This is an optimization exercise on Yosys and OpenROAD, whose aim is small area and a short achievable clock period, not a production implementation. Where RTL was checked, it was by simulation tests only, not by an equivalence proof against the original. For runs 1 and 2, only the layout was checked, not whether the RTL still works. Power figures rest on the tool's default switching activity, not on a simulated workload.

==> flow/config.mk <==
export PLATFORM = sky130hd
export DESIGN_NAME = stepper_speed_ramp_controller
export DESIGN_NICKNAME = stepper_speed_ramp_controller
export VERILOG_FILES = /design/flow/design.v
export SDC_FILE = /design/flow/constraint.sdc
export NUM_CORES = 4
export LEC_CHECK = 0
export ABC_CLOCK_PERIOD_IN_PS = 3700
export CAP_MARGIN = 20
export CORE_MARGIN = 2
export CORE_UTILIZATION = 40
export SETUP_SLACK_MARGIN = 3.8
export SLEW_MARGIN = 20
==> flow/constraint.sdc <==
create_clock -name core_clock -period 7.5 [get_ports {clk}]
set_input_delay 1.5000 -clock core_clock [delete_from_list [all_inputs] [get_ports {clk}]]
set_output_delay 1.5000 -clock core_clock [all_outputs]
set_load 0.01 [all_outputs]
==> flow/design.v <==
`default_nettype none
package ssrc_pkg;
	localparam int LEVELS    = 14;
	localparam int POSITIONS = 64;
	localparam int LVL_W     = $clog2(LEVELS);
	localparam int POS_W     = $clog2(POSITIONS);
	localparam int LEVEL_FW  = 4;
	localparam int PHASE_W   = 3;
	localparam int WORD_W    = 16;
	localparam int OVER_W    = 17;
	localparam int PULSE_W   = 8;
	localparam int OP_W      = 3;
	localparam int ADDR_W    = 4;
	localparam int DATA_W    = 32;
	localparam logic [OP_W-1:0] OP_TICK   = 3'd0;
	localparam logic [OP_W-1:0] OP_START  = 3'd1;
	localparam logic [OP_W-1:0] OP_DECEL  = 3'd2;
	localparam logic [OP_W-1:0] OP_STOP   = 3'd3;
	localparam logic [OP_W-1:0] OP_PULSE  = 3'd4;
	localparam logic [OP_W-1:0] OP_GOAL   = 3'd5;
	localparam logic [OP_W-1:0] OP_ZERO   = 3'd6;
	localparam logic [OP_W-1:0] OP_LOAD   = 3'd7;
	localparam logic [PHASE_W-1:0] PH_IDLE  = 3'd0;
	localparam logic [PHASE_W-1:0] PH_ACCEL = 3'd1;
	localparam logic [PHASE_W-1:0] PH_DECEL = 3'd2;
	localparam logic [PHASE_W-1:0] PH_STOP  = 3'd3;
	localparam logic [PHASE_W-1:0] PH_OVER  = 3'd4;
	localparam logic [1:0] REG_TARGET  = 2'd0;
	localparam logic [1:0] REG_DIR     = 2'd1;
	localparam logic [1:0] REG_OVERRUN = 2'd2;
endpackage
`default_nettype wire
`default_nettype none
import ssrc_pkg::*;
module stepper_speed_ramp_controller (
	input  wire logic                clk,
	input  wire logic                arst_n,
	input  wire logic                psel,
	input  wire logic                penable,
	input  wire logic                pwrite,
	input  wire logic [ADDR_W-1:0]   paddr,
	input  wire logic [DATA_W-1:0]   pwdata,
	output logic      [DATA_W-1:0]   prdata,
	output logic                     pready,
	input  wire logic                in_valid,
	output logic                     in_ready,
	input  wire logic [OP_W-1:0]     op,
	input  wire logic [PULSE_W-1:0]  count_value,
	input  wire logic [LEVEL_FW-1:0] level_index,
	input  wire logic [WORD_W-1:0]   level_reload,
	input  wire logic [WORD_W-1:0]   level_dwell,
	output logic                     out_valid,
	input  wire logic                out_ready,
	output logic      [WORD_W-1:0]   reload_out,
	output logic      [LEVEL_FW-1:0] speed_level,
	output logic      [PHASE_W-1:0]  ramp_state,
	output logic                     running,
	output logic      [POS_W-1:0]    position,
	output logic                     on_position
);
	logic [LEVEL_FW-1:0] target_q;
	logic                dir_q;
	logic [WORD_W-1:0]   overrun_q;
	logic [PHASE_W-1:0]  phase_q,  phase_d;
	logic [LEVEL_FW-1:0] level_q,  level_d;
	logic [WORD_W-1:0]   dwell_q,  dwell_d;
	logic [WORD_W-2:0]   over_q,   over_d;
	logic                timer_q,  timer_d;
	logic [POS_W-1:0]    place_q,  place_d;
	logic [PULSE_W-1:0]  pcount_q, pcount_d;
	logic [PULSE_W-1:0]  pgoal_q,  pgoal_d;
	logic                out_valid_q;
	logic [WORD_W-1:0]   reload_tab_q [LEVELS];
	logic [WORD_W-1:0]   dwell_tab_q  [LEVELS];
	logic                accept;
	logic                cfg_wr;
	logic [LEVELS-1:0]   lvl_hot;
	logic [WORD_W-1:0]   dwell_cur;
	logic [WORD_W-1:0]   reload_cur;
	logic [LEVEL_FW-1:0] tgt_eff;
	logic [WORD_W-1:0]   dwell_next;
	logic                dwell_done;
	logic                over_hit;
	logic [PHASE_W-1:0]  ph_k  [2];
	logic [LEVEL_FW-1:0] lv_k  [2];
	logic [WORD_W-1:0]   dw_k  [2];
	logic [LEVEL_FW:0]   up_k;
	logic [LEVEL_FW-1:0] dn_k;
	logic [WORD_W-1:0]   dwdn_k;
	assign accept   = in_valid && in_ready;
	assign in_ready = !out_valid_q || out_ready;
	assign cfg_wr   = psel && penable && pwrite;
	assign pready   = 1'b1;
	always_ff @(posedge clk or negedge arst_n) begin
		if (!arst_n) begin
			target_q  <= '0;
			dir_q     <= 1'b0;
			overrun_q <= '0;
		end else if (cfg_wr) begin
			case (paddr[3:2])
				REG_TARGET:  target_q  <= pwdata[LEVEL_FW-1:0];
				REG_DIR:     dir_q     <= pwdata[0];
				REG_OVERRUN: overrun_q <= pwdata[WORD_W-1:0];
				default: ;
			endcase
		end
	end
	always_comb begin
		case (paddr[3:2])
			REG_TARGET:  prdata = DATA_W'(target_q);
			REG_DIR:     prdata = DATA_W'(dir_q);
			REG_OVERRUN: prdata = DATA_W'(overrun_q);
			default:     prdata = '0;
		endcase
	end
	always_comb begin
		dwell_cur  = '0;
		reload_cur = '0;
		for (int i = 0; i < LEVELS; i++) begin
			lvl_hot[i] = (level_q == LEVEL_FW'(i));
			dwell_cur  = dwell_cur  | ({WORD_W{lvl_hot[i]}} & dwell_tab_q[i]);
			reload_cur = reload_cur | ({WORD_W{lvl_hot[i]}} & reload_tab_q[i]);
		end
	end
	assign tgt_eff    = (target_q >= LEVEL_FW'(LEVELS)) ? LEVEL_FW'(LEVELS - 1) : target_q;
	assign dwell_next = dwell_q + WORD_W'(1);
	assign dwell_done = dwell_q >= dwell_cur;
	assign over_hit   = {over_q, 1'b1} >= overrun_q;
	always_comb begin
		for (int k = 0; k < 2; k++) begin
			up_k   = {1'b0, level_q} + (LEVEL_FW+1)'(k);
			dn_k   = (k == 1 && level_q != '0) ? level_q - LEVEL_FW'(1) : level_q;
			dwdn_k = (k == 1 || dn_k == '0) ? WORD_W'(1) : dwell_next;
			ph_k[k] = phase_q;
			lv_k[k] = level_q;
			dw_k[k] = dwell_q;
			if (op == OP_STOP) begin
				lv_k[k] = dn_k;
				dw_k[k] = dwdn_k;
				ph_k[k] = PH_OVER;
			end else if (op == OP_TICK && timer_q) begin
				case (phase_q)
					PH_ACCEL: begin
						dw_k[k] = (k == 1) ? WORD_W'(1) : dwell_next;
						if (up_k >= {1'b0, tgt_eff}) begin
							lv_k[k] = tgt_eff;
							ph_k[k] = PH_IDLE;
						end else begin
							lv_k[k] = up_k[LEVEL_FW-1:0];
						end
					end
					PH_DECEL: begin
						lv_k[k] = dn_k;
						dw_k[k] = dwdn_k;
						if (dn_k == '0) ph_k[k] = PH_IDLE;
					end
					PH_STOP: begin
						lv_k[k] = dn_k;
						dw_k[k] = dwdn_k;
						ph_k[k] = PH_OVER;
					end
					PH_OVER: begin
						if (over_hit) begin
							lv_k[k] = '0;
							ph_k[k] = PH_IDLE;
							dw_k[k] = WORD_W'(1);
						end else begin
							lv_k[k] = dn_k;
							dw_k[k] = dwdn_k;
						end
					end
					default: ;
				endcase
			end else if (op == OP_START) begin
				ph_k[k] = PH_ACCEL;
				lv_k[k] = '0;
			end else if (op == OP_DECEL) begin
				ph_k[k] = PH_DECEL;
			end
		end
	end
	always_comb begin
		phase_d  = dwell_done ? ph_k[1] : ph_k[0];
		level_d  = dwell_done ? lv_k[1] : lv_k[0];
		dwell_d  = dwell_done ? dw_k[1] : dw_k[0];
		over_d   = over_q;
		timer_d  = timer_q;
		place_d  = place_q;
		pcount_d = pcount_q;
		pgoal_d  = pgoal_q;
		case (op)
			OP_TICK: if (timer_q && phase_q == PH_OVER) begin
				if (over_hit) begin
					timer_d = 1'b0;
					over_d  = '0;
				end else begin
					over_d  = over_q + (WORD_W-1)'(1);
				end
			end
			OP_START: timer_d = 1'b1;
			OP_PULSE: begin
				pcount_d = pcount_q + PULSE_W'(1);
				place_d  = dir_q ? place_q - POS_W'(1) : place_q + POS_W'(1);
			end
			OP_GOAL: begin
				pcount_d = '0;
				pgoal_d  = count_value;
			end
			OP_ZERO: place_d = '0;
			default: ;
		endcase
	end
	always_ff @(posedge clk or negedge arst_n) begin
		if (!arst_n) begin
			phase_q  <= PH_IDLE;
			level_q  <= '0;
			dwell_q  <= WORD_W'(1);
			over_q   <= '0;
			timer_q  <= 1'b0;
			place_q  <= '0;
			pcount_q <= '0;
			pgoal_q  <= '0;
		end else if (accept) begin
			phase_q  <= phase_d;
			level_q  <= level_d;
			dwell_q  <= dwell_d;
			over_q   <= over_d;
			timer_q  <= timer_d;
			place_q  <= place_d;
			pcount_q <= pcount_d;
			pgoal_q  <= pgoal_d;
		end
	end
	for (genvar i = 0; i < LEVELS; i++) begin : g_tab
		always_ff @(posedge clk) begin
			if (accept && op == OP_LOAD && level_index == LEVEL_FW'(i)) begin
				reload_tab_q[i] <= level_reload;
				dwell_tab_q[i]  <= level_dwell;
			end
		end
	end
	always_ff @(posedge clk or negedge arst_n) begin
		if (!arst_n) begin
			out_valid_q <= 1'b0;
		end else if (accept) begin
			out_valid_q <= 1'b1;
		end else if (out_ready) begin
			out_valid_q <= 1'b0;
		end
	end
	assign out_valid   = out_valid_q;
	assign reload_out  = reload_cur;
	assign speed_level = level_q;
	assign ramp_state  = phase_q;
	assign running     = timer_q;
	assign position    = place_q;
	assign on_position = pcount_q >= pgoal_q;
endmodule
`default_nettype wire
==> flow/run.sh <==
#!/bin/bash
# synth_recipe.tcl (not shown) runs the flow's synth.tcl, then flattens the netlist and writes it again
# the make line also repeats each setting of config.mk as NAME=value (left out here)
make -C /OpenROAD-flow-scripts/flow DESIGN_CONFIG=/design/flow/config.mk WORK_HOME=/design/flow/orfs CLKGATE_MAP_FILE= SYNTH_SCRIPT=/design/flow/synth_recipe.tcl finish
==> results.yml, run 1 <==
run_status:
  status: "no timing/DRC/antenna violations"
floorplan:
  die_height_um: 238
  rows: 85
  die_w_um: 238
  initial_core_util: 0.405
  ioPinCount: 156
  fp.dieArea_um2: 56400
  fp.coreArea_um2: 53900
clock_tree:
  cts_root_buf: "clkbuf_16"
  clk_pin_slew_ns: 0.06
  tritoncts: "yes"
  htree_levels: 2
  postCtsHoldBufs: 0
  clk_path_buf_depth: 3
  clkLatencyLatePin_ns: 0.63
  cts_sinks: 531
  numCtsBuffers: 52
sta:
  tns_ns: 0
  hold_viol_final: 0
  holdWs_ns: 0.506
  fmax_ghz: 0.235
  drv_slew: 0
  final.setup_skew_ns: 0.0330
  fin_crit_ns: 4.25
  rsz0062_at_grt: "yes"
  worst_slew_pin_slew_ns: 0.898
  final-setup-viol-count: 0
  maxSlewHeadroom: 0.386
  fin_crit_sh: 0.566
global_routing:
  track_usage: 0.221
  antenna_found_initial: 3
  grt_pass1_vias: 14200
  grt_pass1_wl_mm: 92.1
  grt_max_degree: 60
  grt-ovfl-total: 0
critical_path:
  rrSetupSlack_ns: 3.57
  critPathMaxFanout: 6
  worstRegToRegCells: 20
  start_kind: "flop"
  crit_arrival_ns: 2.75
  path_class: "flop to output port"
  timing.rr.start: "level_q[1]"
  endpoint_kind: "output port"
  cp.required_ns: 6.00
  r2r-end: "level_q[1]"
cells_and_area:
  nNetsFinal: 1889
  stdcell_count: 2473
  drive_gt1_frac: 0.249
  area_delta_synth_final_pct: 27.5
  fillers: 4473
min_path:
  min_path_type: "flop to flop"
  min_to: "dwell_q[0]"
  min_delay_path_depth: 1
  hp-start: "dwell_q[0]"
placement:
  portBuffers: 120
  hpwl_mm: 30.7
  placedCellCount: 2258
  place.gp.congestion: 0.825
yosys:
  synth_edf_count: 448
  synth_top_cell_area_share: 0.617
  async_flop_share: 0.156
  syn_area_um2: 21800
  synth_area_leaders: "edfxtp_1 (62%), dfrtp_1 (9.4%), a22oi_1 (4.6%), ha_1 (3.4%), a221oi_1 (1.8%)"
  synth_top_area_cell: "edfxtp_1"
  ys_top_cells_by_count: "edfxtp_1 (448), a22oi_1 (133), nand2_1 (85)"
  syn_avg_cell_area_um2: 14.7
  synth_cell_type_count: 68
  yosysWarnings: 6
  synth_most_common_cell: "edfxtp_1"
  synth_cells: 1483
  synth-main-ff-cell: "edfxtp_1"
  yosys_register_bits: 531
  ys_seq_area_frac: 0.712
route:
  vias_per_cell: 5.80
  routed_wl_mm: 63.0
  drt_iter0_markers: 1402
  route.detailed.drc: 0
  ant_nets: 0
  first_pass_iters: 5
  wl_per_cell_um: 25.5
  vias: 14300
pwr:
  power_density_nw_per_um2: 305
  ir_drop_mv: 0.177
  p_leak_uw: 0.00988
job:
  drv_cap: 0
## critical path, stage by stage, from the launching register on
cell      delay, ns
dfrtp_2        0.47
inv_4          0.08
ha_4           0.19
inv_4          0.08
nor3_4         0.05
buf_12         0.13
a22o_1         0.22
a221o_1        0.28
a221oi_2       0.19
nand4_1        0.23
buf_2          0.22
## worst max-delay path by stage
stage | from | to | slack (ns)
after floorplan | out_ready | dwell_tab_q[5][0] | 3.39
after global placement | level_q[3] | dwell_q[15] | 2.56
after detailed placement | op[0] | dwell_tab_q[0][8] | 2.55
after CTS | level_q[1] | reload_out[4] | 3.26
after global routing | level_q[1] | reload_out[12] | 3.15
final | level_q[1] | reload_out[4] | 3.25
## kinds of logic (layout without fill, tap and decap cells)
logic type / after synthesis / after routing / share of synthesized area
compound gates: 373 / 373 / 0.127
xor+xnor: 24 / 24 / 0.00963
fa+ha+maj: 60 / 60 / 0.0347
buf+inv: 129 / 406 / 0.0257
flops: 531 / 531 / 0.712
mux: 27 / 27 / 0.0134
other cells: 2 / 18 / 0.000344
simple gates: 337 / 338 / 0.0779
## where the power goes
part	internal (uW)	switching, uW	leakage (uW)	total, uW
sequential	3290	106	0.00507	3400
clock	1340	1120	0.000743	2460
combinational	1260	1360	0.00407	2620
total	5890	2590	0.00988	8470
## routing by layer
metal | global-route usage | vias to the layer above | wire (um)
met5 | 0 | - | 25
met4 | 0.0795 | 4 | 1860
met3 | 0.0370 | 104 | 4960
met2 | 0.369 | 601 | 30500
met1 | 0.293 | 7295 | 25600
li1 | - | 6344 | -
## layout make-up
type	instances	area (um^2)	area share
Antenna cell	1	2.50	0.0000900
Clock buffer	70	1390	0.0500
Clock inverter	21	186	0.00670
Inverter	41	161	0.00580
Multi-Input combinational cell	839	6620	0.238
Sequential cell	531	15500	0.559
Tap cell	696	871	0.0313
Timing Repair Buffer	274	3050	0.109
## flip-flops by register name, summed over array words and instances, names as in the netlist, 3 cells and up
register,cells
over_q,15
dwell_tab_q,224
place_q,6
dwell_q,16
level_q,4
pcount_q,8
target_q,4
pgoal_q,8
overrun_q,16
phase_q,3
reload_tab_q,224
## cell usage in the layout, fill, tap and decap left out, types with 15 or more instances in the layout
cell,instances
nand2_1,82
nor2_1,45
buf_4,88
buf_2,21
dfrtp_1,78
clkbuf_1,17
a22oi_1,119
mux2_2,17
edfxtp_1,448
a21oi_1,30
clkdlybuf4s50_1,80
clkbuf_16,54
a22o_1,41
nand3_1,43
o21ai_0,45
buf_12,30
a22oi_2,15
inv_1,36
ha_1,52
a221oi_1,15
conb_1,17
nand4_1,34
a221oi_2,29
nor2_4,17
xor2_1,15
buf_6,38
and2_4,21
## timing repair
action                     in CTS  in global routing
setup endpoints to repair     319                251
buffers inserted               90                 19
gates resized for setup       334                 58
pin swaps                      89                 49
cloned                         13                  1
## per-stage QoR
step	utilization	area, um^2	power (uW)	worst slack, ns
detailed placement	0.445	24000	5340	2.55
floorplan	-	22100	4560	3.39
global route	0.516	27800	8820	3.15
global placement	0.445	24000	5310	2.56
finish	0.516	27800	8470	3.25
CTS	0.508	27400	8310	3.26
==> run 2, diff against run 1 <==
--- a/flow/design.v
+++ b/flow/design.v
@@ -70,4 +70,5 @@
 	logic [PULSE_W-1:0]  pcount_q, pcount_d;
 	logic [PULSE_W-1:0]  pgoal_q,  pgoal_d;
+	logic [LEVELS-1:0]   hot_q,    hot_d;
 	logic                out_valid_q;
 	logic [WORD_W-1:0]   reload_tab_q [LEVELS];
@@ -75,5 +76,4 @@
 	logic                accept;
 	logic                cfg_wr;
-	logic [LEVELS-1:0]   lvl_hot;
 	logic [WORD_W-1:0]   dwell_cur;
 	logic [WORD_W-1:0]   reload_cur;
@@ -85,4 +85,5 @@
 	logic [LEVEL_FW-1:0] lv_k  [2];
 	logic [WORD_W-1:0]   dw_k  [2];
+	logic [LEVELS-1:0]   hot_k [2];
 	logic [LEVEL_FW:0]   up_k;
 	logic [LEVEL_FW-1:0] dn_k;
@@ -118,7 +119,6 @@
 		reload_cur = '0;
 		for (int i = 0; i < LEVELS; i++) begin
-			lvl_hot[i] = (level_q == LEVEL_FW'(i));
-			dwell_cur  = dwell_cur  | ({WORD_W{lvl_hot[i]}} & dwell_tab_q[i]);
-			reload_cur = reload_cur | ({WORD_W{lvl_hot[i]}} & reload_tab_q[i]);
+			dwell_cur  = dwell_cur  | ({WORD_W{hot_q[i]}} & dwell_tab_q[i]);
+			reload_cur = reload_cur | ({WORD_W{hot_q[i]}} & reload_tab_q[i]);
 		end
 	end
@@ -178,4 +178,5 @@
 				ph_k[k] = PH_DECEL;
 			end
+			for (int i = 0; i < LEVELS; i++) hot_k[k][i] = (lv_k[k] == LEVEL_FW'(i));
 		end
 	end
@@ -184,4 +185,5 @@
 		level_d  = dwell_done ? lv_k[1] : lv_k[0];
 		dwell_d  = dwell_done ? dw_k[1] : dw_k[0];
+		hot_d    = dwell_done ? hot_k[1] : hot_k[0];
 		over_d   = over_q;
 		timer_d  = timer_q;
@@ -215,4 +217,5 @@
 			phase_q  <= PH_IDLE;
 			level_q  <= '0;
+			hot_q    <= LEVELS'(1);
 			dwell_q  <= WORD_W'(1);
 			over_q   <= '0;
@@ -224,4 +227,5 @@
 			phase_q  <= phase_d;
 			level_q  <= level_d;
+			hot_q    <= hot_d;
 			dwell_q  <= dwell_d;
 			over_q   <= over_d;
==> results.yml, run 2 <==
sta:
  fin_crit_ns: 3.98
  fin_crit_sh: 0.531
  worst_slew_pin_slew_ns: 0.711
  maxSlewHeadroom: 0.526
  drv_slew: 0
  final.setup_skew_ns: 0.0255
  tns_ns: 0
  holdWs_ns: 0.506
  final-setup-viol-count: 0
  rsz0062_at_grt: "yes"
  hold_viol_final: 0
  fmax_ghz: 0.251
route:
  vias: 14100
  first_pass_iters: 7
  route.detailed.drc: 0
  drt_iter0_markers: 1359
  wl_per_cell_um: 24.0
  vias_per_cell: 5.66
  routed_wl_mm: 59.8
  ant_nets: 0
critical_path:
  path_class: "flop to output port"
  rrSetupSlack_ns: 3.69
  cpLargestDelayFamily: "compound AO/OA/AOI/OAI gates"
  r2r-end: "phase_q[2]"
  worstRegToRegCells: 14
  start_kind: "flop"
  worstPathCellList: "ha_1 > nand2b_1 > a21o_1 > a21o_1 > a21o_1 > a21o_1 > a21oi_2 > nor2b_1 > o21ai_1 > nand2b_1 > buf_2"
  timing.rr.start: "hot_q[4]"
  path_buf_inv: 1
  endpoint_kind: "output port"
  crit_arrival_ns: 2.48
  slowest_delay_ns: 0.38
  critPathMaxFanout: 2
  crit_top_cell: "a21o_1"
  cp.required_ns: 6.00
  crit_slowest_cell: "dfrtp_1"
yosys:
  synth_top_area_cell: "edfxtp_1"
  async_flop_share: 0.178
  synth-main-ff-cell: "edfxtp_1"
  synth_compound_area_frac: 0.127
  yosys.area_share.simple: 0.0744
  yosys_register_bits: 545
  synth_cell_type_count: 76
  synth_top_cell_area_share: 0.603
  synth-xor-area-share: 0.0118
  ys_seq_area_frac: 0.712
  synth_top_family_by_area: "compound AO/OA/AOI/OAI gates"
  ys_top_cells_by_count: "edfxtp_1 (448), a22oi_1 (143), dfrtp_1 (95)"
  synth_fa_ha_area_frac: 0.0323
  yosysWarnings: 7
  synth_edf_count: 448
  syn_avg_cell_area_um2: 14.8
  syn_area_um2: 22300
  synth_cells: 1510
  synth_most_common_cell: "edfxtp_1"
  synth_area_leaders: "edfxtp_1 (60%), dfrtp_1 (11%), a22oi_1 (4.8%), ha_1 (3.1%), a221oi_1 (2.0%)"
  synthMuxAreaShare: 0.0168
pwr:
  fin_total_pwr_uw: 7080
  power_density_nw_per_um2: 258
  ir_drop_mv: 0.259
  p_leak_uw: 0.00987
global_routing:
  grt_pass1_vias: 13800
  grt-ovfl-total: 0
  track_usage: 0.206
  grt_max_degree: 50
  grt_pass1_wl_mm: 88.0
  antenna_found_initial: 2
floorplan:
  fp.coreArea_um2: 55100
  rows: 86
  ioPinCount: 156
  die_w_um: 240
  die_height_um: 240
  fp.dieArea_um2: 57700
  initial_core_util: 0.405
run_status:
  status: "no timing/DRC/antenna violations"
cells_and_area:
  drive_gt1_frac: 0.196
  reg.largest.list: "dwell_tab_q (224), reload_tab_q (224)"
  fillers: 4697
  nNetsFinal: 1848
  final_cell_mix: "edfxtp_1 (448), a22oi_1 (135), dfrtp_1 (86), clkdlybuf4s50_1 (79), nand2_1 (78)"
  design_area_um2: 27400
  stdcell_count: 2495
  regArea_um2: 15900
  area_delta_synth_final_pct: 23.0
  final_common_cell: "edfxtp_1"
  multi_input_area_um2: 6420
placement:
  portBuffers: 120
  place.gp.congestion: 0.885
  dpl_cell_area_um2: 24500
  hpwl_mm: 32.0
  placedCellCount: 2338
min_path:
  min_delay_path_depth: 1
  min_to: "pgoal_q[5]"
  min_path_type: "flop to flop"
  hp-start: "pgoal_q[5]"
clock_tree:
  tritoncts: "yes"
  clk_path_buf_depth: 3
  htree_levels: 2
  clk_pin_slew_ns: 0.06
  cts_sinks: 545
  postCtsHoldBufs: 0
  clkLatencyLatePin_ns: 0.62
  cts_root_buf: "clkbuf_16"
  numCtsBuffers: 53
job:
  drv_cap: 0
-- run 2: cell types whose count changed after synthesis, moves of 6 or more --
cell      before  now
and3_1        14    8
dfrtp_1       82   95
a221o_1       14    1
a32o_1         1   13
a221oi_1      45   51
a21oi_1       33   22
and2_1        24   18
or3_1          9    3
a21o_1         7   14
nor2_1        71   84
a22oi_1      133  143
-- run 2: worst register-to-register path, cell delays in order (launching register included) --
cell      delay, ns
dfrtp_1        0.40
buf_6          0.20
a22o_1         0.27
a221oi_2       0.17
nand3_1        0.17
nor2_4         0.17
ha_1           0.26
a22o_1         0.22
or4_1          0.51
a41oi_2        0.20
o21ai_4        0.13
mux2_4         0.32
o211ai_1       0.16
a211o_2        0.19
mux2_2         0.33
-- run 2: how the worst max path moves through the flow --
| stage | start | end | cells past startpoint | slack, ns |
|---|---|---|---|---|
| CTS | pgoal_q[0] | on_position | 11 | 3.44 |
| global placement | paddr[3] | prdata[12] | 4 | 2.69 |
| global route | pgoal_q[0] | on_position | 11 | 3.35 |
| finish | pgoal_q[0] | on_position | 11 | 3.52 |
| floorplan | out_ready | dwell_tab_q[0][0] | 6 | 3.68 |
| detailed placement | paddr[3] | prdata[12] | 4 | 2.64 |
-- run 2: timing repair --
| action | CTS | global route |
|---|---|---|
| endpoints found under the setup margin | 434 | 340 |
| setup buffers | 33 | 17 |
| gates resized for setup | 213 | 99 |
| pin swaps | 30 | 27 |
| gates cloned | 4 | 2 |
-- run 2: routing by layer --
metal,vias up,GRT usage,share of wire
li1,6298,-,-
met4,4,0.0659,0.028
met1,7205,0.281,0.43
met2,509,0.333,0.47
met3,107,0.0385,0.065
met5,-,0,0.00047
-- run 2: cell type report --
cell class | instances | share of cell area
antenna | 1 | 0.0000912
clock buffer | 63 | 0.0504
clock inverter | 37 | 0.0157
inverter | 40 | 0.00547
multi-input combinational | 853 | 0.234
sequential | 545 | 0.580
tap | 748 | 0.0341
timing repair buffer | 208 | 0.0801
-- run 2: metrics by stage --
stage,util,setup slack [ns]
after global routing,0.498,3.35
after global placement,0.444,2.69
final,0.498,3.52
after CTS,0.491,3.44
after floorplan,-,3.68
after detailed placement,0.444,2.64
-- run 2: kinds of logic (layout without fill, tap and decap cells) --
kind of cell	after synthesis	count (layout)
flip-flops	545	545
AO/OA/AOI/OAI	379	379
AND/OR/NAND/NOR	335	336
buffers and inverters	128	348
adder cells (fa/ha/maj)	57	57
multiplexers	34	34
XOR/XNOR	30	30
other	2	18
-- run 2: power by group --
group / internal (uW) / switching (uW)
clock network: 1610 / 1170
registers: 3360 / 82.2
logic: 390 / 481
==> run 3, diff against run 2 <==
--- a/flow/design.v
+++ b/flow/design.v
@@ -71,4 +71,5 @@
 	logic [PULSE_W-1:0]  pgoal_q,  pgoal_d;
 	logic [LEVELS-1:0]   hot_q,    hot_d;
+	logic                onpos_q,  onpos_d;
 	logic                out_valid_q;
 	logic [WORD_W-1:0]   reload_tab_q [LEVELS];
@@ -191,4 +192,5 @@
 		pcount_d = pcount_q;
 		pgoal_d  = pgoal_q;
+		onpos_d  = onpos_q;
 		case (op)
 			OP_TICK: if (timer_q && phase_q == PH_OVER) begin
@@ -203,4 +205,5 @@
 			OP_PULSE: begin
 				pcount_d = pcount_q + PULSE_W'(1);
+				onpos_d  = pcount_d >= pgoal_q;
 				place_d  = dir_q ? place_q - POS_W'(1) : place_q + POS_W'(1);
 			end
@@ -208,4 +211,5 @@
 				pcount_d = '0;
 				pgoal_d  = count_value;
+				onpos_d  = count_value == '0;
 			end
 			OP_ZERO: place_d = '0;
@@ -224,4 +228,5 @@
 			pcount_q <= '0;
 			pgoal_q  <= '0;
+			onpos_q  <= 1'b1;
 		end else if (accept) begin
 			phase_q  <= phase_d;
@@ -234,4 +239,5 @@
 			pcount_q <= pcount_d;
 			pgoal_q  <= pgoal_d;
+			onpos_q  <= onpos_d;
 		end
 	end
@@ -259,5 +265,5 @@
 	assign running     = timer_q;
 	assign position    = place_q;
-	assign on_position = pcount_q >= pgoal_q;
+	assign on_position = onpos_q;
 endmodule
 `default_nettype wire
==> results.yml, run 3 <==
clock_tree:
  cts_root_buf: "clkbuf_16"
  postCtsHoldBufs: 0
  cts_sinks: 546
  numCtsBuffers: 55
  clk_path_buf_depth: 3
  htree_levels: 2
  tritoncts: "yes"
  clkLatencyLatePin_ns: 0.63
  clk_pin_slew_ns: 0.06
route:
  first_pass_iters: 5
  drt_iter0_markers: 1439
  ant_nets: 0
  vias: 14400
  vias_per_cell: 5.62
  routed_wl_mm: 61.1
  route.detailed.drc: 0
  wl_per_cell_um: 23.9
cells_and_area:
  final_common_cell: "edfxtp_1"
  area_delta_synth_final_pct: 25.3
  reg.largest.list: "dwell_tab_q (224), reload_tab_q (224)"
  drive_gt1_frac: 0.215
  n_antenna_cell: 0
  final_cell_mix: "edfxtp_1 (448), a22oi_1 (128), nand2_1 (108), dfrtp_1 (87), clkdlybuf4s50_1 (80)"
  nNetsFinal: 1919
  fillers: 4717
  design_area_um2: 28200
sta:
  final-setup-viol-count: 0
  fin_crit_sh: 0.508
  tns_ns: 0
  hold_viol_final: 0
  drv_slew: 0
  final.setup_skew_ns: 0.0286
  fin_crit_ns: 3.81
  fmax_ghz: 0.262
  maxSlewHeadroom: 0.514
  rsz0062_at_grt: "yes"
  holdWs_ns: 0.526
  worst_slew_pin_slew_ns: 0.721
min_path:
  hp-start: "pgoal_q[0]"
  min_path_type: "flop to flop"
floorplan:
  die_w_um: 241
  fp.dieArea_um2: 58100
  die_height_um: 241
  rows: 86
  ioPinCount: 156
  initial_core_util: 0.406
  fp.coreArea_um2: 55300
critical_path:
  crit_slowest_cell: "dfrtp_4"
  crit_start: "hot_q[9]"
  start_kind: "flop"
  critPathMaxFanout: 7
  path_class: "flop to flop"
  timing.rr.start: "hot_q[9]"
  cp.required_ns: 8.02
  path_buf_inv: 3
  cpLargestDelayFamily: "compound AO/OA/AOI/OAI gates"
  crit_arrival_ns: 4.33
  crit_top_cell: "a221oi_2"
  worstPathCellList: "buf_12 > buf_8 > a22oi_2 > nand2_1 > a221oi_2 > nand4_1 > ha_1 > nor2_1 > a21oi_2 > o41ai_4 > a2bb2oi_4 > buf_6 > a221oi_2 > a32o_2 > or3b_4 > o31ai_4"
  slowest_delay_ns: 0.54
  endpoint_kind: "flop"
run_status:
  status: "no timing/DRC/antenna violations"
yosys:
  synth_top_family_by_area: "compound AO/OA/AOI/OAI gates"
  synth_cell_type_count: 79
  yosys_register_bits: 546
  yosysWarnings: 7
  syn_avg_cell_area_um2: 14.5
  synth-xor-area-share: 0.0121
  synth_area_leaders: "edfxtp_1 (60%), dfrtp_1 (11%), a22oi_1 (4.8%), ha_1 (3.1%), a221oi_1 (1.9%)"
  synth_cells: 1551
  synth_compound_area_frac: 0.136
  synth_most_common_cell: "edfxtp_1"
  synth_fa_ha_area_frac: 0.0321
  yosys.area_share.simple: 0.0780
  synthMuxAreaShare: 0.00813
  synth_edf_count: 448
  synth_top_cell_area_share: 0.598
  ys_top_cells_by_count: "edfxtp_1 (448), a22oi_1 (143), nand2_1 (109)"
  syn_area_um2: 22500
  async_flop_share: 0.179
  synth_top_area_cell: "edfxtp_1"
  ys_seq_area_frac: 0.708
  synth-main-ff-cell: "edfxtp_1"
global_routing:
  antenna_found_initial: 3
  grt_pass1_wl_mm: 89.7
  grt-ovfl-total: 0
  grt_max_degree: 53
  grt_pass1_vias: 14200
  track_usage: 0.208
placement:
  place.gp.congestion: 0.866
  dpl_cell_area_um2: 24600
  hpwl_mm: 31.9
  portBuffers: 120
job:
  drv_cap: 0
pwr:
  ir_drop_mv: 0.222
  p_int_uw: 5670
  seqPwrFrac: 0.452
  p_clk_frac: 0.378
  comb_power_share: 0.171
  p_leak_uw: 0.0101
  power_density_nw_per_um2: 272
  fin_total_pwr_uw: 7650
  p_sw_frac: 0.259
  p_switching_uw: 1980
==> run 3: worst register-to-register path: cells and delay by family (launching register included) <==
kind,cells,cell delay [ns]
compound gates,8,1.59
fa+ha+maj,1,0.35
buf+inv,3,0.43
flops,1,0.54
simple gates,4,0.84
==> run 3: metal layers <==
metal	up-vias	share of wire	global-route usage
met4	4	0.020	0.0567
met3	90	0.069	0.0297
met1	7301	0.42	0.286
li1	6499	-	-
met5	-	0.00044	0
met2	510	0.49	0.348
==> run 3: power groups by stage <==
stage	Combinational, uW	Clock, uW	Sequential (uW)
2_1_floorplan	633	0	3490
3_3_place_gp	1000	0	3560
3_5_place_dp	1020	0	3560
4_1_cts	1190	2940	3450
5_1_grt	1420	3050	3470
6_report	1300	2890	3450
==> run 3: what timing repair did <==
item / 4_1_cts / 5_1_grt
pin swaps: 38 / 59
setup buffers: 53 / 29
gates cloned: 3 / 1
gates resized for setup: 236 / 101
endpoints found under the setup margin: 436 / 315
endpoints found under the hold margin: 0 / 0
==> run 3: cells by family after synthesis <==
kind of cell / Yosys count
flops: 546
mux: 17
other cells: 2
simple gates: 356
xor+xnor: 31
compound gates: 409
buf+inv: 133
fa+ha+maj: 57
==> run 3: worst paths after layout <==
check | slack, ns | cells past startpoint | to
worst max-delay path | 3.69 | 16 | hot_q[11]
worst min-delay path | 0.53 | 1 | pgoal_q[0]
worst max register to register | 3.69 | 16 | hot_q[11]
worst min register to register | 0.53 | 1 | pgoal_q[0]
max in group asynchronous | 5.49 | 2 | over_q[10]
min in group asynchronous | 0.90 | 1 | place_q[1]
==> run 3: metrics by stage <==
step                setup slack (ns)  utilization  std cells
floorplan                       3.46            -       1566
global placement                2.55        0.445       2377
detailed placement              2.53        0.445       2377
CTS                             3.53        0.498       2532
global route                    3.60        0.509       2562
finish                          3.69        0.509       2562
==> run 3: area by class of cell <==
cell class                      instances  area (um^2)  share of cell area
Timing Repair Buffer                  239         2420              0.0860
Sequential cell                       546        15900               0.566
Clock inverter                         36          480              0.0171
Clock buffer                           63         1420              0.0503
Tap cell                              748          936              0.0332
Inverter                               41          154             0.00546
Multi-Input combinational cell        889         6820               0.242
==> run 4, diff against run 3 <==
==> flow/flow/run.sh (new file) <==
#!/bin/bash
# Standard layout, with the port buffers made of buf_2 cells instead of the
# delay cells buffer_ports picks on its own.
set -euo pipefail
bash standard.sh "BUFFER_PORTS_ARGS=-buffer_cell sky130_fd_sc_hd__buf_2" finish > standard_flow.log 2>&1
==> flow/standard.sh (new file) <==
#!/bin/bash
# synth_recipe.tcl (not shown) runs the flow's synth.tcl, then flattens the netlist and writes it again
# the make line also repeats each setting of config.mk as NAME=value (left out here)
make -C /OpenROAD-flow-scripts/flow DESIGN_CONFIG=/design/flow/config.mk WORK_HOME=/design/flow/orfs CLKGATE_MAP_FILE= SYNTH_SCRIPT=/design/flow/synth_recipe.tcl "${@:-finish}"
removed: flow/run.sh
==> results.yml, run 4 <==
route:
  wl_met1_mm: 24.8
  drt_iter0_markers: 1555
  route.detailed.drc: 0
  wl_per_cell_um: 23.7
  vias_per_cell: 5.63
  vias: 14200
  ant_nets: 0
  first_pass_iters: 5
  routed_wl_mm: 59.8
  dr_wl_met2_mm: 28.6
  wl_met3_mm: 4.72
  routed.top_layer: "met5"
yosys:
  async_flop_share: 0.179
  synth_most_common_cell: "edfxtp_1"
  yosys_register_bits: 546
  syn_avg_cell_area_um2: 14.5
  ys_seq_area_frac: 0.708
  yosysWarnings: 7
  synth_cells: 1551
  synth_edf_count: 448
  syn_area_um2: 22500
  synth_area_leaders: "edfxtp_1 (60%), dfrtp_1 (11%), a22oi_1 (4.8%), ha_1 (3.1%), a221oi_1 (1.9%)"
  ys_top_cells_by_count: "edfxtp_1 (448), a22oi_1 (143), nand2_1 (109)"
  synth_top_area_cell: "edfxtp_1"
  synth-main-ff-cell: "edfxtp_1"
  synth_cell_type_count: 79
  synth_top_cell_area_share: 0.598
critical_path:
  endpoint_kind: "flop"
  critPathMaxFanout: 5
  path_class: "flop to flop"
  start_kind: "flop"
  cp.required_ns: 8.00
  crit_arrival_ns: 4.18
  rrSetupSlack_ns: 3.82
global_routing:
  grt_pass1_vias: 13900
  grt_max_degree: 53
  grt-ovfl-total: 0
  track_usage: 0.203
  antenna_found_initial: 7
  grt_pass1_wl_mm: 87.2
sta:
  worst_slew_pin_slew_ns: 0.734
  drv_slew: 0
  fmax_ghz: 0.272
  final-setup-viol-count: 0
  fin_crit_ns: 3.68
  maxSlewHeadroom: 0.511
  tns_ns: 0
  hold_viol_final: 0
  final.setup_skew_ns: 0.0399
  rsz0062_at_grt: "yes"
  holdWs_ns: 0.522
  fin_crit_sh: 0.490
clock_tree:
  postCtsHoldBufs: 0
  tritoncts: "yes"
  numCtsBuffers: 56
  cts_root_buf: "clkbuf_16"
  cts_sinks: 546
  clk_pin_slew_ns: 0.06
  clk_path_buf_depth: 3
  htree_levels: 2
  clkLatencyLatePin_ns: 0.63
floorplan:
  die_height_um: 241
  die_w_um: 241
  initial_core_util: 0.406
  fp.dieArea_um2: 58100
  rows: 86
  fp.coreArea_um2: 55300
  ioPinCount: 156
placement:
  placedCellCount: 2377
  hpwl_mm: 30.7
  portBuffers: 120
  place.gp.congestion: 0.854
cells_and_area:
  drive_gt1_frac: 0.221
  stdcell_count: 2520
  final_common_cell: "edfxtp_1"
  reg.largest.list: "dwell_tab_q (224), reload_tab_q (224)"
  nNetsFinal: 1871
  area_delta_synth_final_pct: 19.2
  final_cell_mix: "edfxtp_1 (448), a22oi_1 (135), buf_2 (117), nand2_1 (109), dfrtp_1 (87)"
  fillers: 4775
run_status:
  status: "no timing/DRC/antenna violations"
min_path:
  min_path_type: "flop to flop"
pwr:
  ir_drop_mv: 0.218
  power_density_nw_per_um2: 268
  fin_total_pwr_uw: 7190
  p_leak_uw: 0.00965
job:
  drv_cap: 0
## run 4: cell counts after synthesis
No cell type changed its count.
## run 4: through the flow
| stage | setup WS (ns) | util | cell area (um^2) |
|---|---|---|---|
| final | 3.82 | 0.485 | 26800 |
| after global routing | 3.72 | 0.485 | 26800 |
| after CTS | 3.80 | 0.474 | 26200 |
| after detailed placement | 2.92 | 0.435 | 24000 |
| after global placement | 2.92 | 0.435 | 24000 |
| after floorplan | 3.46 | - | 22600 |
## run 4: critical path, stage by stage, from the launching register on
cell and delay (ns):
dfrtp_4 0.53, buf_4 0.19, a22o_1 0.21, a221oi_2 0.17, nand3_1 0.11, nor2_2 0.15
ha_1 0.26, a22o_1 0.26, o41ai_4 0.36, a2bb2oi_4 0.16, a221o_1 0.34, o22ai_4 0.21
or3b_4 0.43, o31ai_2 0.18
## run 4: layout make-up
cell class	instances	area [um^2]	area share
inverter	41	154	0.00574
clock inverter	28	260	0.00971
sequential	546	15900	0.594
multi-input combinational	888	6590	0.246
clock buffer	72	1490	0.0557
tap	748	936	0.0349
timing repair buffer	191	1420	0.0531
antenna	6	15.0	0.000560
## run 4: cells by family after synthesis
logic type	after synthesis	share of synthesized area
adders and majority gates	57	0.0321
xor gates and xnor gates	31	0.0121
DFF	546	0.708
buffers and inverters	133	0.0259
other	2	0.000334
muxes	17	0.00813
AOI/OAI and AO/OA	409	0.136
and+or+nand+nor	356	0.0780
## run 4: final timing paths
path	from	endpoint	cells past startpoint
worst max-delay path	hot_q[11]	hot_q[13]	13
worst min-delay path	place_q[4]	place_q[4]	2
worst max register to register	hot_q[11]	hot_q[13]	13
worst min register to register	place_q[4]	place_q[4]	2
max in group asynchronous	arst_n	dwell_q[2]	2
min in group asynchronous	arst_n	pgoal_q[1]	1
## run 4: metal layers
| metal | up-vias | global-route usage |
|---|---|---|
| li1 | 6414 | - |
| met1 | 7048 | 0.277 |
| met5 | - | 0 |
| met4 | 4 | 0.0763 |
| met2 | 604 | 0.330 |
| met3 | 113 | 0.0301 |
## run 4: power by group
group | internal, uW | leakage (uW) | total (uW) | switching [uW]
clock | 1510 | 0.000851 | 2670 | 1160
sequential | 3370 | 0.00529 | 3450 | 78.9
combinational | 429 | 0.00351 | 1080 | 647
total | 5310 | 0.00965 | 7190 | 1880
## run 4: timing repair
action,4_1_cts,5_1_grt
gates cloned,2,4
resized for setup,65,78
setup endpoints to repair,66,90
setup buffers,15,16
pin swaps,12,24
==> run 5, diff against run 4 <==
--- a/flow/config.mk
+++ b/flow/config.mk
@@ -10,4 +10,7 @@
 export CORE_MARGIN = 2
 export CORE_UTILIZATION = 40
+export CTS_BUF_LIST = sky130_fd_sc_hd__clkbuf_8
+export CTS_CLUSTER_DIAMETER = 60
+export CTS_CLUSTER_SIZE = 16
 export SETUP_SLACK_MARGIN = 3.8
 export SLEW_MARGIN = 20
==> results.yml, run 5 <==
yosys:
  async_flop_share: 0.179
  synth_most_common_cell: "edfxtp_1"
  synth_cell_type_count: 79
  synth_area_leaders: "edfxtp_1 (60%), dfrtp_1 (11%), a22oi_1 (4.8%), ha_1 (3.1%), a221oi_1 (1.9%)"
  syn_avg_cell_area_um2: 14.5
  synth_cells: 1551
  syn_area_um2: 22500
  synth_top_area_cell: "edfxtp_1"
  ys_top_cells_by_count: "edfxtp_1 (448), a22oi_1 (143), nand2_1 (109)"
  synth-main-ff-cell: "edfxtp_1"
  yosysWarnings: 7
  ys_seq_area_frac: 0.708
  yosys_register_bits: 546
  synth_edf_count: 448
  synth_top_cell_area_share: 0.598
cells_and_area:
  area_delta_synth_final_pct: 16.1
  drive_gt1_frac: 0.231
  final_cell_mix: "edfxtp_1 (448), a22oi_1 (129), buf_2 (117), nand2_1 (109), dfrtp_1 (89)"
  fillers: 4839
  final_common_cell: "edfxtp_1"
  regArea_um2: 15900
  multi_input_area_um2: 6690
  reg.largest.list: "dwell_tab_q (224), reload_tab_q (224)"
  nNetsFinal: 1871
  stdcell_count: 2494
critical_path:
  start_kind: "flop"
  crit_top_cell: "a221oi_2"
  slowest_delay_ns: 0.58
  r2r-end: "hot_q[11]"
  path_class: "flop to flop"
  crit_start: "hot_q[6]"
  cp_num_cells: 14
  cp.required_ns: 8.06
  path_buf_inv: 2
  endpoint_kind: "flop"
  crit_slowest_cell: "dfrtp_4"
  worstPathCellList: "buf_16 > a22o_1 > a221oi_2 > nand4_1 > ha_1 > nor2_2 > a21oi_2 > o41ai_4 > a2bb2oi_4 > buf_6 > a221oi_2 > a32o_2 > or3b_4 > o31ai_2"
  cpLargestDelayFamily: "compound AO/OA/AOI/OAI gates"
  endpoint: "hot_q[11]"
  rrSetupSlack_ns: 3.71
  critPathMaxFanout: 10
  crit_arrival_ns: 4.35
  worstRegToRegCells: 14
  timing.rr.start: "hot_q[6]"
sta:
  rsz0062_at_grt: "yes"
  worst_slew_pin_slew_ns: 0.719
  final.setup_skew_ns: 0.0273
  setup_ws_ns: 3.71
  hold_viol_final: 0
  maxSlewHeadroom: 0.507
  drv_slew: 0
  fmax_ghz: 0.264
  fin_crit_ns: 3.79
  final-setup-viol-count: 0
  holdWs_ns: 0.528
  fin_crit_sh: 0.506
  tns_ns: 0
placement:
  hpwl_mm: 30.7
  placedCellCount: 2377
  place.gp.congestion: 0.854
  pre_cts_ws_ns: 2.92
  portBuffers: 120
global_routing:
  track_usage: 0.203
  grt_pass1_wl_mm: 86.8
  grt-ovfl-total: 0
  grt_pass1_vias: 13800
  antenna_found_initial: 6
  grt_max_degree: 53
floorplan:
  rows: 86
  fp.dieArea_um2: 58100
  ioPinCount: 156
  die_height_um: 241
  die_w_um: 241
  fp.coreArea_um2: 55300
  initial_core_util: 0.406
clock_tree:
  tritoncts: "yes"
  clk_pin_slew_ns: 0.10
  htree_levels: 2
  postCtsHoldBufs: 0
  clkLatencyLatePin_ns: 0.65
  cts_root_buf: "clkbuf_8"
  cts_sinks: 546
  numCtsBuffers: 45
  clk_path_buf_depth: 3
route:
  ant_nets: 0
  vias_per_cell: 5.65
  wl_per_cell_um: 23.7
  vias: 14100
  route.detailed.drc: 0
  first_pass_iters: 5
  drt_iter0_markers: 1553
  routed_wl_mm: 59.1
run_status:
  status: "no timing/DRC/antenna violations"
pwr:
  ir_drop_mv: 0.155
  power_density_nw_per_um2: 235
  p_leak_uw: 0.00934
min_path:
  min_path_type: "flop to flop"
  min_delay_path_depth: 2
job:
  drv_cap: 0
==> run 5: repair_timing <==
action	CTS	global route
gates resized for setup	76	91
pin swaps	13	52
buffers inserted	18	23
endpoints found under the setup margin	66	95
cloned	3	4
==> run 5: worst min path at each step <==
stage          slack (ns)  startpoint    endpoint
2_1_floorplan        0.48  pgoal_q[0]  pgoal_q[0]
4_1_cts              0.54  place_q[4]  place_q[4]
3_3_place_gp         0.51  place_q[4]  place_q[4]
5_1_grt              0.57  place_q[4]  place_q[4]
3_5_place_dp         0.52  place_q[4]  place_q[4]
6_report             0.53  place_q[4]  place_q[4]
==> run 5: stage by stage <==
step,utilization,total power (uW),cell area (um^2)
after detailed placement,0.435,4490,24000
after global routing,0.472,6420,26100
after CTS,0.459,6130,25400
after global placement,0.435,4470,24000
final,0.472,6130,26100
after floorplan,-,4130,22600
==> run 5: tightest hold or removal path: cells and delay by family (launching register included) <==
| kind | cells | cell delay, ns |
|---|---|---|
| DFF | 1 | 0.37 |
| AOI/OAI and AO/OA | 1 | 0.07 |
| and+or+nand+nor | 1 | 0.05 |
==> run 5: layout make-up <==
class,count,area share
antenna,3,0.000288
timing repair buffer,202,0.0604
tap,748,0.0359
clock inverter,18,0.00508
sequential,546,0.611
clock buffer,48,0.0253
multi-input combinational,888,0.257
inverter,41,0.00590
==> run 5: cells by family (layout without fill, tap and decap cells) <==
kind of cell	after synthesis	in the layout	share of synthesized area
compound gates	409	409	0.136
xor+xnor	31	31	0.0121
fa+ha+maj	57	57	0.0321
buf+inv	133	309	0.0259
flops	546	546	0.708
mux	17	17	0.00813
other cells	2	20	0.000334
simple gates	356	357	0.0780
==> run 5: where the power goes <==
part	leakage, uW	internal [uW]	switching [uW]
Sequential	0.00529	3360	78.7
Clock	0.000430	609	988
Combinational	0.00361	438	656
==> run 5: routing by layer <==
| layer | up-vias | share of wire | global-route usage |
|---|---|---|---|
| li1 | 6373 | - | - |
| met1 | 7093 | 0.43 | 0.273 |
| met2 | 524 | 0.48 | 0.335 |
| met3 | 95 | 0.067 | 0.0312 |
| met4 | 4 | 0.024 | 0.0690 |
| met5 | - | 0.00036 | 0 |
==> run 6, diff against run 5 <==
--- a/flow/config.mk
+++ b/flow/config.mk
@@ -9,8 +9,8 @@
 export CAP_MARGIN = 20
 export CORE_MARGIN = 2
-export CORE_UTILIZATION = 40
-export CTS_BUF_LIST = sky130_fd_sc_hd__clkbuf_8
-export CTS_CLUSTER_DIAMETER = 60
-export CTS_CLUSTER_SIZE = 16
+export CORE_UTILIZATION = 55
+export CTS_BUF_LIST = sky130_fd_sc_hd__clkbuf_16
+export CTS_CLUSTER_DIAMETER = 100
+export CTS_CLUSTER_SIZE = 30
 export SETUP_SLACK_MARGIN = 3.8
 export SLEW_MARGIN = 20
==> results.yml, run 6 <==
sta:
  fin_crit_ns: 3.76
  worst_slew_pin_slew_ns: 0.748
  hold_viol_final: 0
  final-setup-viol-count: 0
  final.setup_skew_ns: 0.0198
  setup_ws_ns: 3.74
  tns_ns: 0
  fmax_ghz: 0.266
  maxSlewHeadroom: 0.501
  fin_crit_sh: 0.502
  drv_slew: 0
  rsz0062_at_grt: "yes"
floorplan:
  ioPinCount: 156
  rows: 74
  fp.dieArea_um2: 42500
  die_w_um: 206
  fp.coreArea_um2: 40600
  initial_core_util: 0.554
  die_height_um: 206
global_routing:
  antenna_found_initial: 2
  grt_pass1_vias: 13400
  grt_pass1_wl_mm: 84.8
  track_usage: 0.270
  grt_max_degree: 59
  grt-ovfl-total: 0
route:
  first_pass_iters: 8
  vias_per_cell: 6.26
  wl_per_cell_um: 25.6
  ant_nets: 0
  vias: 14100
  route.detailed.drc: 0
  routed_wl_mm: 57.5
  drt_iter0_markers: 1323
yosys:
  syn_avg_cell_area_um2: 14.5
  synth_top_cell_area_share: 0.598
  synth_top_area_cell: "edfxtp_1"
  synth-main-ff-cell: "edfxtp_1"
  synth_area_leaders: "edfxtp_1 (60%), dfrtp_1 (11%), a22oi_1 (4.8%), ha_1 (3.1%), a221oi_1 (1.9%)"
  async_flop_share: 0.179
  yosysWarnings: 7
  syn_area_um2: 22500
  ys_seq_area_frac: 0.708
  synth_cells: 1551
  synth_most_common_cell: "edfxtp_1"
  ys_top_cells_by_count: "edfxtp_1 (448), a22oi_1 (143), nand2_1 (109)"
  yosys_register_bits: 546
  synth_edf_count: 448
  synth_cell_type_count: 79
placement:
  pre_cts_ws_ns: 2.82
  place.gp.congestion: 0.846
  portBuffers: 120
  hpwl_mm: 30.6
cells_and_area:
  final_cell_mix: "edfxtp_1 (448), a22oi_1 (136), nand2_1 (109), buf_2 (105), dfrtp_1 (87)"
  regArea_um2: 15900
  reg.largest.list: "dwell_tab_q (224), reload_tab_q (224)"
  drive_gt1_frac: 0.213
  nNetsFinal: 1846
  multi_input_area_um2: 6620
  utilization: 0.630
  final_common_cell: "edfxtp_1"
  fillers: 3055
  area_delta_synth_final_pct: 13.7
pwr:
  power_density_nw_per_um2: 237
  ir_drop_mv: 0.183
  p_leak_uw: 0.00924
  fin_total_pwr_uw: 6050
critical_path:
  worstPathCellList: "buf_12 > clkbuf_4 > a22oi_1 > nand2_1 > a221oi_2 > nand4_1 > buf_2"
  path_class: "flop to output port"
  critPathMaxFanout: 6
  crit_slowest_cell: "dfrtp_4"
  rrSetupSlack_ns: 3.75
  slowest_delay_ns: 0.55
  endpoint_kind: "output port"
  crit_arrival_ns: 2.26
  path_buf_inv: 3
  cpLargestDelayFamily: "flip-flops"
  cp.required_ns: 6.00
  start_kind: "flop"
run_status:
  status: "no timing/DRC/antenna violations"
clock_tree:
  postCtsHoldBufs: 0
  clk_path_buf_depth: 3
  cts_root_buf: "clkbuf_16"
  numCtsBuffers: 22
  tritoncts: "yes"
  htree_levels: 1
  cts_sinks: 546
  clkLatencyLatePin_ns: 0.56
  clk_pin_slew_ns: 0.11
job:
  drv_cap: 0
min_path:
  min_path_type: "flop to flop"
run 6: timing repair:
item | CTS | global route
cloned | 1 | 2
pin swaps | 12 | 41
gates resized for setup | 54 | 104
setup endpoints to repair | 82 | 99
setup buffers | 25 | 16
run 6: cell type report:
class | count | share of cell area
clock inverter | 17 | 0.00323
antenna | 1 | 0.0000979
clock buffer | 23 | 0.0225
multi-input combinational | 887 | 0.259
inverter | 41 | 0.00602
tap | 532 | 0.0260
sequential | 546 | 0.623
timing repair buffer | 201 | 0.0601
run 6: where the power goes:
part	leakage (uW)	switching, uW	total [uW]	internal [uW]
combinational	0.00358	645	1120	474
sequential	0.00529	91.6	3460	3370
clock	0.000369	902	1470	571
run 6: final timing paths:
path                                 start             to  depth (start not counted)
worst min-delay path            place_q[4]     place_q[4]                          2
worst max register to register    hot_q[7]      hot_q[12]                         13
max in group asynchronous           arst_n     over_q[13]                          2
worst max-delay path              hot_q[4]  reload_out[1]                          7
worst min register to register  place_q[4]     place_q[4]                          2
min in group asynchronous           arst_n    pcount_q[7]                          1
run 6: kinds of logic after synthesis:
| family | Yosys count | share of synthesized area |
|---|---|---|
| xor gates and xnor gates | 31 | 0.0121 |
| and+or+nand+nor | 356 | 0.0780 |
| adders and majority gates | 57 | 0.0321 |
| other | 2 | 0.000334 |
| DFF | 546 | 0.708 |
| AOI/OAI and AO/OA | 409 | 0.136 |
| muxes | 17 | 0.00813 |
| buffers and inverters | 133 | 0.0259 |
run 6: per-stage QoR:
step	hold slack, ns	instance area [um^2]	instances
global placement	0.493	23800	2163
finish	0.528	25600	2248
global route	0.555	25600	2247
CTS	0.528	24900	2229
floorplan	0.485	22600	1566
detailed placement	0.502	23800	2163
run 6: worst register-to-register path, stage by stage, from the launching register on:
cell and delay (ns):
dfrtp_4 0.56, buf_4 0.17, buf_4 0.17, a221oi_1 0.31
nand3_1 0.17, nor2_4 0.19, ha_1 0.29, a21oi_1 0.22
and4b_1 0.27, a2bb2oi_4 0.10, a221o_1 0.35, o22ai_4 0.21
or3b_4 0.44, o31ai_4 0.22
run 6: metal layers:
metal  share of wire  track usage  vias to the layer above
met5         0.00023            0                        -
met2            0.49        0.457                      500
met4           0.013       0.0403                        2
li1                -            -                     6318
met3           0.067       0.0290                       58
met1            0.43        0.390                     7190
==> run 7, diff against run 6 <==
--- a/flow/config.mk
+++ b/flow/config.mk
@@ -6,11 +6,11 @@
 export NUM_CORES = 4
 export LEC_CHECK = 0
-export ABC_CLOCK_PERIOD_IN_PS = 3700
 export CAP_MARGIN = 20
 export CORE_MARGIN = 2
-export CORE_UTILIZATION = 55
+export CORE_UTILIZATION = 40
 export CTS_BUF_LIST = sky130_fd_sc_hd__clkbuf_16
 export CTS_CLUSTER_DIAMETER = 100
 export CTS_CLUSTER_SIZE = 30
+export PLACE_DENSITY = 0.75
 export SETUP_SLACK_MARGIN = 3.8
 export SLEW_MARGIN = 20
==> results.yml, run 7 <==
sta:
  fin_crit_ns: 3.76
  final.setup_skew_ns: 0.0326
  rsz0062_at_grt: "yes"
  maxSlewHeadroom: 0.510
  holdWs_ns: 0.528
  fin_crit_sh: 0.501
  fmax_ghz: 0.266
  drv_slew: 0
  hold_viol_final: 0
  worst_slew_pin_slew_ns: 0.727
  final-setup-viol-count: 0
  tns_ns: 0
route:
  drt_iter0_markers: 1689
  first_pass_iters: 6
  ant_nets: 0
  vias: 14400
  route.detailed.drc: 0
  wl_per_cell_um: 23.3
  routed_wl_mm: 57.2
  vias_per_cell: 5.87
run_status:
  status: "no timing/DRC/antenna violations"
pwr:
  p_leak_uw: 0.00919
  ir_drop_mv: 0.222
  fin_total_pwr_uw: 6080
  power_density_nw_per_um2: 235
clock_tree:
  clk_path_buf_depth: 3
  numCtsBuffers: 22
  cts_sinks: 546
  clkLatencyLatePin_ns: 0.61
  postCtsHoldBufs: 0
  htree_levels: 1
  cts_root_buf: "clkbuf_16"
  clk_pin_slew_ns: 0.12
  tritoncts: "yes"
yosys:
  yosysWarnings: 7
  yosys.area_share.simple: 0.0780
  synth_edf_count: 448
  synth-main-ff-cell: "edfxtp_1"
  synth-xor-area-share: 0.0121
  synth_top_family_by_area: "compound AO/OA/AOI/OAI gates"
  ys_seq_area_frac: 0.708
  syn_area_um2: 22500
  synthMuxAreaShare: 0.00813
  synth_area_leaders: "edfxtp_1 (60%), dfrtp_1 (11%), a22oi_1 (4.8%), ha_1 (3.1%), a221oi_1 (1.9%)"
  yosys_register_bits: 546
  synth_cells: 1551
  synth_compound_area_frac: 0.136
  syn_avg_cell_area_um2: 14.5
  ys_top_cells_by_count: "edfxtp_1 (448), a22oi_1 (143), nand2_1 (109)"
  synth_cell_type_count: 79
  synth_top_cell_area_share: 0.598
  synth_top_area_cell: "edfxtp_1"
  async_flop_share: 0.179
  synth_fa_ha_area_frac: 0.0321
  synth_most_common_cell: "edfxtp_1"
critical_path:
  rrSetupSlack_ns: 3.76
  slowest_delay_ns: 0.61
  crit_start: "hot_q[4]"
  crit_slowest_cell: "dfrtp_4"
  cp.required_ns: 6.00
  start_kind: "flop"
  path_class: "flop to output port"
  worstRegToRegCells: 13
  r2r-end: "hot_q[13]"
  crit_arrival_ns: 2.26
  timing.rr.start: "hot_q[4]"
  critPathMaxFanout: 7
  worstPathCellList: "buf_12 > a22oi_2 > nand2_1 > a221oi_2 > nand4_1 > buf_2"
  endpoint_kind: "output port"
cells_and_area:
  final_common_cell: "edfxtp_1"
  drive_gt1_frac: 0.216
  stdcell_count: 2453
  reg.largest.list: "dwell_tab_q (224), reload_tab_q (224)"
  fillers: 4666
  area_delta_synth_final_pct: 15.1
  design_area_um2: 25900
  nNetsFinal: 1843
  final_cell_mix: "edfxtp_1 (448), a22oi_1 (133), buf_2 (117), nand2_1 (108), dfrtp_1 (86)"
min_path:
  min_delay_path_depth: 2
  min_to: "place_q[2]"
  hp-start: "place_q[2]"
  min_path_type: "flop to flop"
placement:
  placedCellCount: 2374
  dpl_cell_area_um2: 24000
  portBuffers: 120
  place.gp.congestion: 0.894
  hpwl_mm: 30.9
job:
  drv_cap: 0
global_routing:
  grt_max_degree: 81
  grt_pass1_wl_mm: 84.7
  grt_pass1_vias: 14000
  grt-ovfl-total: 0
  antenna_found_initial: 6
  track_usage: 0.193
floorplan:
  initial_core_util: 0.406
  fp.dieArea_um2: 58100
  die_w_um: 241
  die_height_um: 241
  rows: 86
  ioPinCount: 156
  fp.coreArea_um2: 55300
## run 7: worst max-delay path: cells and delay by family (launching register included)
| family | cells | cell delay, ns |
|---|---|---|
| AND/OR/NAND/NOR | 2 | 0.29 |
| buffers and inverters | 2 | 0.39 |
| AO/OA/AOI/OAI | 2 | 0.36 |
| flip-flops | 1 | 0.61 |
## run 7: cell type report
cell class | count | area [um^2] | share of cell area
multi-input combinational | 888 | 6780 | 0.262
timing repair buffer | 197 | 1440 | 0.0557
sequential | 546 | 15900 | 0.616
inverter | 41 | 154 | 0.00595
tap | 748 | 936 | 0.0362
antenna | 3 | 7.51 | 0.000290
clock inverter | 8 | 73.8 | 0.00285
clock buffer | 22 | 551 | 0.0213
## run 7: worst max-delay path by stage
stage                    endpoint  slack, ns  depth (start not counted)
2_1_floorplan  dwell_tab_q[10][0]       3.46                          7
3_3_place_gp            hot_q[13]       2.98                         14
3_5_place_dp            hot_q[12]       2.96                         14
4_1_cts                 hot_q[13]       3.76                         13
5_1_grt                 hot_q[11]       3.64                         15
6_report            reload_out[1]       3.74                          6
## run 7: timing repair
item,CTS,global route
setup endpoints to repair,84,73
resized for setup,91,78
cloned,3,0
setup buffers,26,17
pin swaps,30,40
## run 7: cells by family (layout without fill, tap and decap cells)
| kind of cell | Yosys count | after routing |
|---|---|---|
| simple gates | 356 | 357 |
| flops | 546 | 546 |
| buf+inv | 133 | 268 |
| compound gates | 409 | 409 |
| xor+xnor | 31 | 31 |
| mux | 17 | 17 |
| other cells | 2 | 20 |
| fa+ha+maj | 57 | 57 |
## run 7: metal layers
layer | GRT usage | vias up | share of wire
li1 | - | 6311 | -
met3 | 0.0381 | 101 | 0.098
met1 | 0.251 | 7195 | 0.39
met2 | 0.328 | 784 | 0.49
met5 | 0 | - | 0.00047
met4 | 0.0580 | 4 | 0.024
## run 7: per-stage QoR
stage	setup WS, ns	util
after floorplan	3.46	-
after global placement	2.98	0.434
after detailed placement	2.96	0.434
after CTS	3.76	0.458
after global routing	3.64	0.468
final	3.74	0.468
## run 7: power breakdown
group	internal (uW)	switching (uW)	total [uW]
Sequential	3370	93.5	3460
Clock	551	910	1460
Combinational	481	674	1150
==> run 8, diff against run 7 <==
--- a/flow/config.mk
+++ b/flow/config.mk
@@ -12,5 +12,5 @@
 export CTS_CLUSTER_DIAMETER = 100
 export CTS_CLUSTER_SIZE = 30
-export PLACE_DENSITY = 0.75
+export GPL_ROUTABILITY_DRIVEN = 0
 export SETUP_SLACK_MARGIN = 3.8
 export SLEW_MARGIN = 20
==> results.yml, run 8 <==
run_status:
  status: "no timing/DRC/antenna violations"
critical_path:
  worstRegToRegCells: 15
  crit_top_cell: "a221oi_2"
  path_class: "flop to flop"
  rrSetupSlack_ns: 3.81
  start_kind: "flop"
  cpLargestDelayFamily: "compound AO/OA/AOI/OAI gates"
  crit_slowest_cell: "dfrtp_4"
  critPathMaxFanout: 7
  worstPathCellList: "buf_12 > a22o_1 > a221oi_2 > nand3_1 > nor2_2 > ha_1 > a21oi_2 > o21ai_2 > and4b_1 > a2bb2oi_4 > buf_6 > a221oi_2 > a32o_2 > or3b_4 > o31ai_1"
  cp.required_ns: 8.00
  endpoint_kind: "flop"
  path_buf_inv: 2
  slowest_delay_ns: 0.56
  timing.rr.start: "hot_q[13]"
  crit_arrival_ns: 4.19
  r2r-end: "hot_q[10]"
floorplan:
  die_height_um: 241
  fp.coreArea_um2: 55300
  ioPinCount: 156
  rows: 86
  fp.dieArea_um2: 58100
  initial_core_util: 0.406
  die_w_um: 241
clock_tree:
  cts_root_buf: "clkbuf_16"
  clkLatencyLatePin_ns: 0.60
  cts_sinks: 546
  tritoncts: "yes"
  clk_pin_slew_ns: 0.11
  clk_path_buf_depth: 3
  htree_levels: 1
  postCtsHoldBufs: 0
  numCtsBuffers: 23
global_routing:
  grt-ovfl-total: 0
  grt_pass1_wl_mm: 85.2
  antenna_found_initial: 7
  grt_max_degree: 53
  grt_pass1_vias: 13500
  track_usage: 0.197
pwr:
  p_int_uw: 4380
  p_clk_frac: 0.250
  p_leak_uw: 0.00913
  comb_power_share: 0.180
  p_switching_uw: 1660
  power_density_nw_per_um2: 235
  ir_drop_mv: 0.178
  p_sw_frac: 0.275
  seqPwrFrac: 0.569
min_path:
  min_delay_path_depth: 2
  min_path_type: "flop to flop"
  hp-start: "place_q[4]"
  min_to: "place_q[4]"
sta:
  tns_ns: 0
  fin_crit_sh: 0.492
  fin_crit_ns: 3.69
  drv_slew: 0
  maxSlewHeadroom: 0.468
  holdWs_ns: 0.532
  fmax_ghz: 0.271
  rsz0062_at_grt: "yes"
  hold_viol_final: 0
  final-setup-viol-count: 0
  final.setup_skew_ns: 0.0208
  worst_slew_pin_slew_ns: 0.790
cells_and_area:
  final_cell_mix: "edfxtp_1 (448), a22oi_1 (136), buf_2 (117), nand2_1 (109), dfrtp_1 (88)"
  drive_gt1_frac: 0.204
  nNetsFinal: 1838
  area_delta_synth_final_pct: 14.3
  final_common_cell: "edfxtp_1"
  reg.largest.list: "dwell_tab_q (224), reload_tab_q (224)"
  fillers: 4867
route:
  routed.top_layer: "met5"
  vias: 14000
  ant_nets: 0
  wl_met3_mm: 3.92
  dr_wl_met2_mm: 28.0
  routed_wl_mm: 58.5
  route.detailed.drc: 0
  drt_iter0_markers: 1643
  wl_per_cell_um: 23.9
  wl_met1_mm: 25.0
  first_pass_iters: 5
  vias_per_cell: 5.70
job:
  drv_cap: 0
yosys:
  synth_most_common_cell: "edfxtp_1"
  synth_area_leaders: "edfxtp_1 (60%), dfrtp_1 (11%), a22oi_1 (4.8%), ha_1 (3.1%), a221oi_1 (1.9%)"
  yosys_register_bits: 546
  syn_area_um2: 22500
  async_flop_share: 0.179
  synth_cells: 1551
  synth_top_cell_area_share: 0.598
  synth_edf_count: 448
  yosysWarnings: 7
  ys_top_cells_by_count: "edfxtp_1 (448), a22oi_1 (143), nand2_1 (109)"
  synth-main-ff-cell: "edfxtp_1"
  synth_top_area_cell: "edfxtp_1"
  synth_cell_type_count: 79
  syn_avg_cell_area_um2: 14.5
  ys_seq_area_frac: 0.708
placement:
  portBuffers: 120
  hpwl_mm: 30.7
[run 8: cell types whose count changed in the layout (fill, tap and decap cells not counted), sizes merged]
cell	before	now
clkbuf	22	26
buf	197	188
inv	48	49
[run 8: power groups by stage]
stage          Combinational, uW  Sequential (uW)  Clock [uW]
2_1_floorplan                633             3490           0
3_3_place_gp                 962             3510           0
3_5_place_dp                 981             3510           0
4_1_cts                     1040             3440        1550
5_1_grt                     1210             3460        1640
6_report                    1090             3440        1510
[run 8: layout make-up]
cell class                 count  area [um^2]  share of cell area
sequential                   546        15900               0.620
multi-input combinational    888         6610               0.257
timing repair buffer         191         1400              0.0543
tap                          748          936              0.0364
clock buffer                  23          576              0.0224
inverter                      41          154             0.00599
clock inverter                 9         88.8             0.00346
antenna                        3         7.51            0.000292
[run 8: what timing repair did]
item | in CTS | in global routing
gates cloned | 1 | 3
endpoints found under the setup margin | 66 | 93
buffers inserted | 16 | 17
gates resized for setup | 60 | 87
pin swaps | 11 | 19
[run 8: metrics by stage]
stage | total power [uW] | area, um^2 | utilization | worst slack, ns | std cells
floorplan | 4130 | 22600 | - | 3.46 | 1566
global placement | 4470 | 24000 | 0.435 | 2.92 | 2377
detailed placement | 4490 | 24000 | 0.435 | 2.92 | 2377
CTS | 6020 | 25100 | 0.454 | 3.74 | 2426
global route | 6310 | 25700 | 0.465 | 3.65 | 2448
finish | 6050 | 25700 | 0.465 | 3.81 | 2449
[run 8: kinds of logic after synthesis]
| logic type | Yosys count | share of synthesized area |
|---|---|---|
| muxes | 17 | 0.00813 |
| and+or+nand+nor | 356 | 0.0780 |
| other | 2 | 0.000334 |
| adders and majority gates | 57 | 0.0321 |
| DFF | 546 | 0.708 |
| AOI/OAI and AO/OA | 409 | 0.136 |
| buffers and inverters | 133 | 0.0259 |
| xor gates and xnor gates | 31 | 0.0121 |
[run 8: worst max-delay path by stage]
stage	start	end	slack, ns	depth (start not counted)
3_5_place_dp	hot_q[9]	hot_q[13]	2.92	14
5_1_grt	hot_q[6]	hot_q[11]	3.65	14
6_report	hot_q[13]	hot_q[10]	3.81	15
3_3_place_gp	hot_q[11]	hot_q[13]	2.92	13
2_1_floorplan	out_ready	dwell_tab_q[10][0]	3.46	7
4_1_cts	hot_q[8]	reload_out[15]	3.74	6
[run 8: metal layers]
layer	up-vias	GRT usage
met5	-	0
met4	6	0.0496
met3	87	0.0296
met2	512	0.330
met1	7064	0.271
li1	6296	-
[run 8: worst register-to-register path: stages (launching register included)]
cell and delay (ns):
dfrtp_4 0.56, buf_12 0.17, a22o_1 0.21, a221oi_2 0.19, nand3_1 0.14, nor2_2 0.21, ha_1 0.29, a21oi_2 0.17
o21ai_2 0.08, and4b_1 0.29, a2bb2oi_4 0.11, buf_6 0.14, a221oi_2 0.17, a32o_2 0.27, or3b_4 0.41, o31ai_1 0.19

Setup slack of run 8, layout unchanged: 3.808 ns with ideal ports, 3.767 ns with driving cells assumed (clock clkbuf_16, inputs buf_2), 3.415 ns with port delays also shifted by the 0.638 ns mid clock arrival.
